From an optimization exercise on the open Yosys and OpenROAD flow, aimed at small area, a short achievable clock period and few clock cycles per item; shortcuts taken in it are not production practice.
The RTL was checked by simulation tests, not by an equivalence proof against the original design.
Power and IR drop assume default switching activity.

==> flow/design.v <==
`timescale 1ns/1ns
module huff_top
(
  input  logic       clk,
  input  logic       rst,
  input  logic       sym_req,
  input  logic [3:0] sym,
  output logic       sym_ack,
  output logic       table_start,
  output logic       table_valid,
  output logic       table_bit,
  output logic       table_done
);
  localparam logic [8:0] WMAX = 9'h1FF;         
  localparam logic [1:0] M_INIT = 2'd0;         
  localparam logic [1:0] M_COLL = 2'd1;         
  localparam logic [1:0] M_WAIT = 2'd2;         
  localparam logic [1:0] M_BLD  = 2'd3;         
  logic [1:0] mode;
  logic [3:0] p;                                
  logic       first;                            
  logic       last_p;                           
  logic [3:0] rnd;                              
  logic [7:0] blk;                              
  logic       take;
  logic       wrdy;                             
  logic       fin;                              
  logic       merged;                           
  logic [3:0] symq;                             
  logic       tq;                               
  assign last_p = (p == 4'd9);
  logic       open_in;                          
  logic       absorb;                           
  logic [15:0] full;                            
  assign open_in = (mode == M_COLL) | merged;
  assign absorb  = ~merged;
  assign take    = sym_req & ~sym_ack & open_in & ~full[sym];
  logic [8:0] w  [10];                          
  logic [3:0] sm [10];                          
  logic [3:0] n;                                
  logic [3:0] n2;                               
  logic [3:0] sm_n2;
  logic [3:0] smq;                              
  always_comb
  begin
    full = '0;
    for (int i = 0; i < 10; i++)
      full[i] = &sm[i];
  end
  assign n  = last_p ? 4'd0 : p + 4'd1;
  always_comb
  begin
    sm_n2 = '0;
    for (int i = 0; i < 10; i++)
      if (n2 == 4'(i))
        sm_n2 = sm[i];
  end
  logic [8:0] best_w, sec_w, sum_r;
  logic [3:0] best_i, sec_i, a_r, b_r;
  logic [8:0] sumv;
  logic [8:0] xd;                               
  logic       lt_b, lt_s;
  logic       mod_en;                           
  logic [3:0] a_e, b_e;
  assign sumv   = best_w + sec_w;               
  assign xd     = ~(first & merged) ? w[0] :
                  (best_i == 4'd0) ? WMAX : ((sec_i == 4'd0) ? sumv : w[0]);
  assign lt_b   = (w[0] <= best_w);             
  assign lt_s   = (w[0] <= sec_w);
  assign mod_en = merged & ~last_p;
  assign a_e    = first ? best_i : a_r;
  assign b_e    = first ? sec_i : b_r;
  always_ff @(posedge clk)
  begin
    for (int i = 0; i < 8; i++)
      w[i+1] <= w[i+2];
    w[9] <= ((mode == M_INIT) || (mode == M_BLD && rnd == 4'd8)) ? 9'd0 : xd;
    if (mode == M_INIT)
      w[0] <= 9'd0;
    else if (mod_en && n == a_e)
      w[0] <= WMAX;
    else if (mod_en && n == b_e)
      w[0] <= first ? sumv : sum_r;
    else
      w[0] <= w[1] + {5'd0, smq};                
    smq  <= (mode == M_INIT || !absorb) ? 4'd0 : sm_n2;
    for (int i = 0; i < 10; i++)
      sm[i] <= ((absorb && n2 == 4'(i)) ? 4'd0 : sm[i]) + {3'd0, tq && (symq == 4'(i))};
    symq <= sym;
    tq   <= take;
    if (first)
    begin
      best_w <= xd;
      best_i <= p;
      sec_w  <= WMAX;
      sum_r  <= sumv;                           
      a_r    <= best_i;
      b_r    <= sec_i;
    end
    else if (lt_b)
    begin
      best_w <= w[0];
      best_i <= p;
      sec_w  <= best_w;
      sec_i  <= best_i;
    end
    else if (lt_s)
    begin
      sec_w <= w[0];
      sec_i <= p;
    end
  end
  logic [7:0] rec [9];                          
  logic [3:0] q;                                
  logic [3:0] ra, rb;
  assign ra = rec[0][7:4];
  assign rb = rec[0][3:0];
  always_ff @(posedge clk)
  begin
    for (int i = 0; i < 8; i++)
      rec[i] <= rec[i+1];
    rec[8] <= (first && (merged || fin)) ? {best_i, sec_i} : rec[0];
  end
  localparam logic [1:0] E_IDLE = 2'd0;
  localparam logic [1:0] E_SYNC = 2'd1;         
  localparam logic [1:0] E_WALK = 2'd2;         
  localparam logic [1:0] E_EMIT = 2'd3;         
  logic [1:0] est;
  logic [3:0] dig;
  logic [3:0] s;                                
  logic [9:0] code;                             
  logic       last_bit;
  assign last_bit = (code[9:1] == 9'd1);
  always_ff @(posedge clk)
  begin
    case (est)
      E_WALK:
        if (s == ra)
        begin
          code <= {code[8:0], 1'b0};
          s    <= rb;
        end
        else if (s == rb)
          code <= {code[8:0], 1'b1};
      E_EMIT:
      begin
        code <= {1'b0, code[9:1]};
        if (last_bit)
        begin
          dig <= dig + 4'd1;
          s   <= dig + 4'd1;
        end
      end
      default:
        ;
    endcase
    if (fin)
    begin
      dig  <= '0;
      s    <= '0;
      code <= 10'd1;
    end
  end
  always_ff @(posedge clk or negedge rst)
  begin
    if (!rst)
    begin
      mode        <= M_INIT;
      p           <= '0;
      n2          <= 4'd2;
      first       <= 1'b1;
      merged      <= 1'b0;
      rnd         <= '0;
      blk         <= '0;
      wrdy        <= 1'b0;
      fin         <= 1'b0;
      sym_ack     <= 1'b0;
      q           <= '0;
      est         <= E_IDLE;
      table_start <= 1'b0;
      table_valid <= 1'b0;
      table_bit   <= 1'b0;
      table_done  <= 1'b0;
    end
    else
    begin
      p       <= n;
      if (mode == M_BLD && last_p)
        merged <= (rnd != 4'd8);                
      n2      <= (n2 == 4'd9) ? 4'd0 : n2 + 4'd1;
      first   <= last_p;
      sym_ack <= sym_req & (sym_ack | (open_in & ~full[sym]));
      if (tq)
        blk <= blk + 8'd1;
      fin <= 1'b0;
      case (mode)
        M_INIT:
          if (last_p)
            mode <= M_COLL;
        M_COLL:
          if (tq && blk == 8'd255)
            mode <= M_WAIT;
        M_WAIT:
          if (p == 4'd8)
            wrdy <= 1'b1;
          else if (last_p && wrdy)
          begin
            wrdy <= 1'b0;
            mode <= M_BLD;
            rnd  <= '0;
          end
        default:
          if (last_p)
          begin
            rnd <= rnd + 4'd1;
            if (rnd == 4'd8)
            begin
              mode <= M_COLL;
              fin  <= 1'b1;
            end
          end
      endcase
      q <= (fin || q == 4'd8) ? 4'd0 : q + 4'd1;
      table_start <= 1'b0;
      table_valid <= 1'b0;
      table_bit   <= 1'b0;
      table_done  <= 1'b0;
      case (est)
        E_IDLE:
          ;
        E_SYNC:
          if (dig == 4'd10)
          begin
            table_done <= 1'b1;
            est        <= E_IDLE;
          end
          else if (q == 4'd8)
            est <= E_WALK;
        E_WALK:
          if (q == 4'd8)
            est <= E_EMIT;
        default:
        begin
          table_valid <= 1'b1;
          table_bit   <= code[0];
          if (last_bit)
            est <= (q == 4'd8 && dig != 4'd9) ? E_WALK : E_SYNC;
        end
      endcase
      if (fin)
      begin
        table_start <= 1'b1;
        est         <= E_WALK;
      end
    end
  end
endmodule
make LEC_CHECK=0 ABC_AREA=1 CAP_MARGIN=20 CORE_MARGIN=2 CORE_UTILIZATION=40 CTS_BUF_LIST=sky130_fd_sc_hd__clkbuf_16 CTS_CLUSTER_DIAMETER=80 CTS_CLUSTER_SIZE=34 PLACE_DENSITY=0.6 SETUP_SLACK_MARGIN=2.8 SLEW_MARGIN=20 finish   # period 5.0 ns
run.sh (not shown) runs the stock make flow with config.mk's settings and CLKGATE_MAP_FILE= SYNTH_SCRIPT=/design/flow/synth_recipe.tcl, a recipe that flattens the netlist after the stock synthesis.
The baseline produced a clean layout.
Testbench counts at the start, summed over its fixed seeds: cycles 36,143, blocks 64.
Change:
Settings changed: CTS_BUF_LIST sky130_fd_sc_hd__clkbuf_16 to sky130_fd_sc_hd__clkbuf_8, CTS_CLUSTER_DIAMETER 80 to 50, CTS_CLUSTER_SIZE 34 to 16, SETUP_SLACK_MARGIN 2.8 to 3.0.
=> Routed wire length grows by about 7%; worst hold slack improved by 18 ps; via count grows by 4.1%; clock skew shrinks by 4.2 ps; critical path depth is unchanged; cell area grows by about 7%; setup slack improved by 63 ps.


// huff_top: RTL as listed in full above, without the edits since
make LEC_CHECK=0 ABC_AREA=1 CAP_MARGIN=20 CORE_MARGIN=2 CORE_UTILIZATION=40 CTS_BUF_LIST=sky130_fd_sc_hd__clkbuf_8 CTS_CLUSTER_DIAMETER=50 CTS_CLUSTER_SIZE=16 PLACE_DENSITY=0.6 SETUP_SLACK_MARGIN=2.9 SLEW_MARGIN=20 finish   # period 5.0 ns
The baseline produced a clean layout.
Testbench counts at the start, summed over its fixed seeds: cycles 36,143, blocks 64.
Then changed:
--- a/flow/config.mk
+++ b/flow/config.mk
@@ -6,5 +6,4 @@
 export NUM_CORES = 4
 export LEC_CHECK = 0
-export ABC_AREA = 1
 export CAP_MARGIN = 20
 export CORE_MARGIN = 2
@@ -14,4 +13,4 @@
 export CTS_CLUSTER_SIZE = 16
 export PLACE_DENSITY = 0.6
-export SETUP_SLACK_MARGIN = 2.9
+export SETUP_SLACK_MARGIN = 2.7
 export SLEW_MARGIN = 20
What happened: The changed run passed the timing, DRC and antenna checks. First-iteration DRC count falls by well over a third. Cell count goes down by a quarter to a third. Maximum frequency drops by roughly a tenth. Routed wire length came out lower by about a fifth. Clock power decreases by about a fifth. Non-clock buffer count decreases by 8. Total power fell by roughly a tenth. Sequential cell count is unchanged. Clock skew goes down by 0.0040 ns. Cell area decreases by a few percent.
Then changed:
--- a/flow/config.mk
+++ b/flow/config.mk
@@ -6,4 +6,5 @@
 export NUM_CORES = 4
 export LEC_CHECK = 0
+export ABC_AREA = 1
 export CAP_MARGIN = 20
 export CORE_MARGIN = 2
Outcome: The changed run completed without violations. Maximum frequency grows by 5.3%. Flip-flop and latch count stays the same. Wire length grows by 14%. Sequential share of layout area shrinks by 1.6 points. Critical path depth shrinks by 7. Cell count grows by 29%. Clock skew grows by 0.0053 ns. First-iteration DRC count grows by 88%. Count of clock-buffer cells in the layout grows by 2.
Then changed:
--- a/flow/config.mk
+++ b/flow/config.mk
@@ -11,7 +11,7 @@
 export CORE_UTILIZATION = 40
 export CTS_BUF_LIST = sky130_fd_sc_hd__clkbuf_8
-export CTS_CLUSTER_DIAMETER = 50
-export CTS_CLUSTER_SIZE = 16
+export CTS_CLUSTER_DIAMETER = 60
+export CTS_CLUSTER_SIZE = 20
 export PLACE_DENSITY = 0.6
-export SETUP_SLACK_MARGIN = 2.7
+export SETUP_SLACK_MARGIN = 2.8
 export SLEW_MARGIN = 20
After rerunning:
- setup slack is better by 0.13 ns
- clock-buffer cell count shrinks by 6
- sequential power barely changes
- non-clock buffer count rises by 2
- global-route usage is about the same
- area after synthesis does not change
- design area shrinks by about 0.7%
- synthesized cell count does not change
- clock skew shrinks by 0.0084 ns
- utilization shrinks by 0.30 points
Then changed:
--- a/flow/config.mk
+++ b/flow/config.mk
@@ -10,8 +10,8 @@
 export CORE_MARGIN = 2
 export CORE_UTILIZATION = 40
-export CTS_BUF_LIST = sky130_fd_sc_hd__clkbuf_8
-export CTS_CLUSTER_DIAMETER = 60
-export CTS_CLUSTER_SIZE = 20
+export CTS_BUF_LIST = sky130_fd_sc_hd__clkbuf_16
+export CTS_CLUSTER_DIAMETER = 100
+export CTS_CLUSTER_SIZE = 30
 export PLACE_DENSITY = 0.6
-export SETUP_SLACK_MARGIN = 2.8
+export SETUP_SLACK_MARGIN = 2.7
 export SLEW_MARGIN = 20
- sequential share of layout area goes up by 0.86 points
- global-route usage shrinks by 0.25 points
- die area does not change
- worst hold slack degrades by 0.019 ns
- first-iteration DRC count goes down slightly
- total power decreases by a few percent
- setup slack gets worse by 0.12 ns
- design area fell slightly
Then changed:
==> flow/config.mk (replaced) <==
export PLATFORM = sky130hd
export DESIGN_NAME = huff_top
export DESIGN_NICKNAME = huff_top
export VERILOG_FILES = /design/flow/design.v
export SDC_FILE = /design/flow/constraint.sdc
export NUM_CORES = 4
export LEC_CHECK = 0
export ABC_AREA = 1
export CAP_MARGIN = 20
export CORE_MARGIN = 2
export CORE_UTILIZATION = 50
export CTS_BUF_LIST = sky130_fd_sc_hd__clkbuf_8
export CTS_CLUSTER_DIAMETER = 50
export CTS_CLUSTER_SIZE = 16
export PLACE_DENSITY = 0.7
export SETUP_SLACK_MARGIN = 2.8
export SLEW_MARGIN = 20
Clock-buffer cell count goes up by 17; worst setup slack gains 0.092 ns; register-to-register slack gets better by 0.11 ns; fmax came out higher by about 4.3%; global-route usage climbs by 3.4 points.

what the ideal ports hide:
In the flow no input, the clock included, has a driving cell. The finished layouts below were timed again as built, in two steps.
Step 1 sets driving cells, clkbuf_16 on the clock port and buf_2 on the other inputs (assumed; they add their load-dependent delay and slew).
Step 2 moves the port delays by t, midway between the first and last clock arrival at a register: inputs arrive t later, outputs are due t later. That takes back most of the time a late clock gives input paths.
a / b / c = ideal ports / drivers / drivers and shift; a / b = the first two.
run | t, ns | setup WS [ns] | hold slack, ns | worst setup path at the end
the first run of note 1 | 0.560 | 2.856 / 2.807 / 2.713 | 0.309 / 0.309 / 0.309 | input to register
the second run of note 1 | 0.580 | 2.919 / 2.874 / 2.650 | 0.327 / 0.327 / 0.327 | input to register
the first run of note 2 | 0.576 | 2.924 / 2.880 / 2.743 | 0.330 / 0.330 / 0.330 | input to register
the second run of note 2 | 0.611 | 2.655 / 2.655 / 2.424 | 0.314 / 0.314 / 0.314 | input to register
the third run of note 2 | 0.629 | 2.773 / 2.731 / 2.384 | 0.328 / 0.328 / 0.328 | input to register
the fourth run of note 2 | 0.617 | 2.901 / 2.855 / 2.388 | 0.328 / 0.328 / 0.328 | input to register
the fifth run of note 2 | 0.538 | 2.784 / 2.771 / 2.396 | 0.309 / 0.309 / 0.309 | input to register
the sixth run of note 2 | 0.633 | 2.876 / 2.833 / 2.431 | 0.315 / 0.315 / 0.315 | input to register
After both steps setup and hold are still met in every run listed. The setup slack of the fourth run of note 2, which loses most, moves by -0.046 ns with the drivers and by -0.513 ns with both steps.
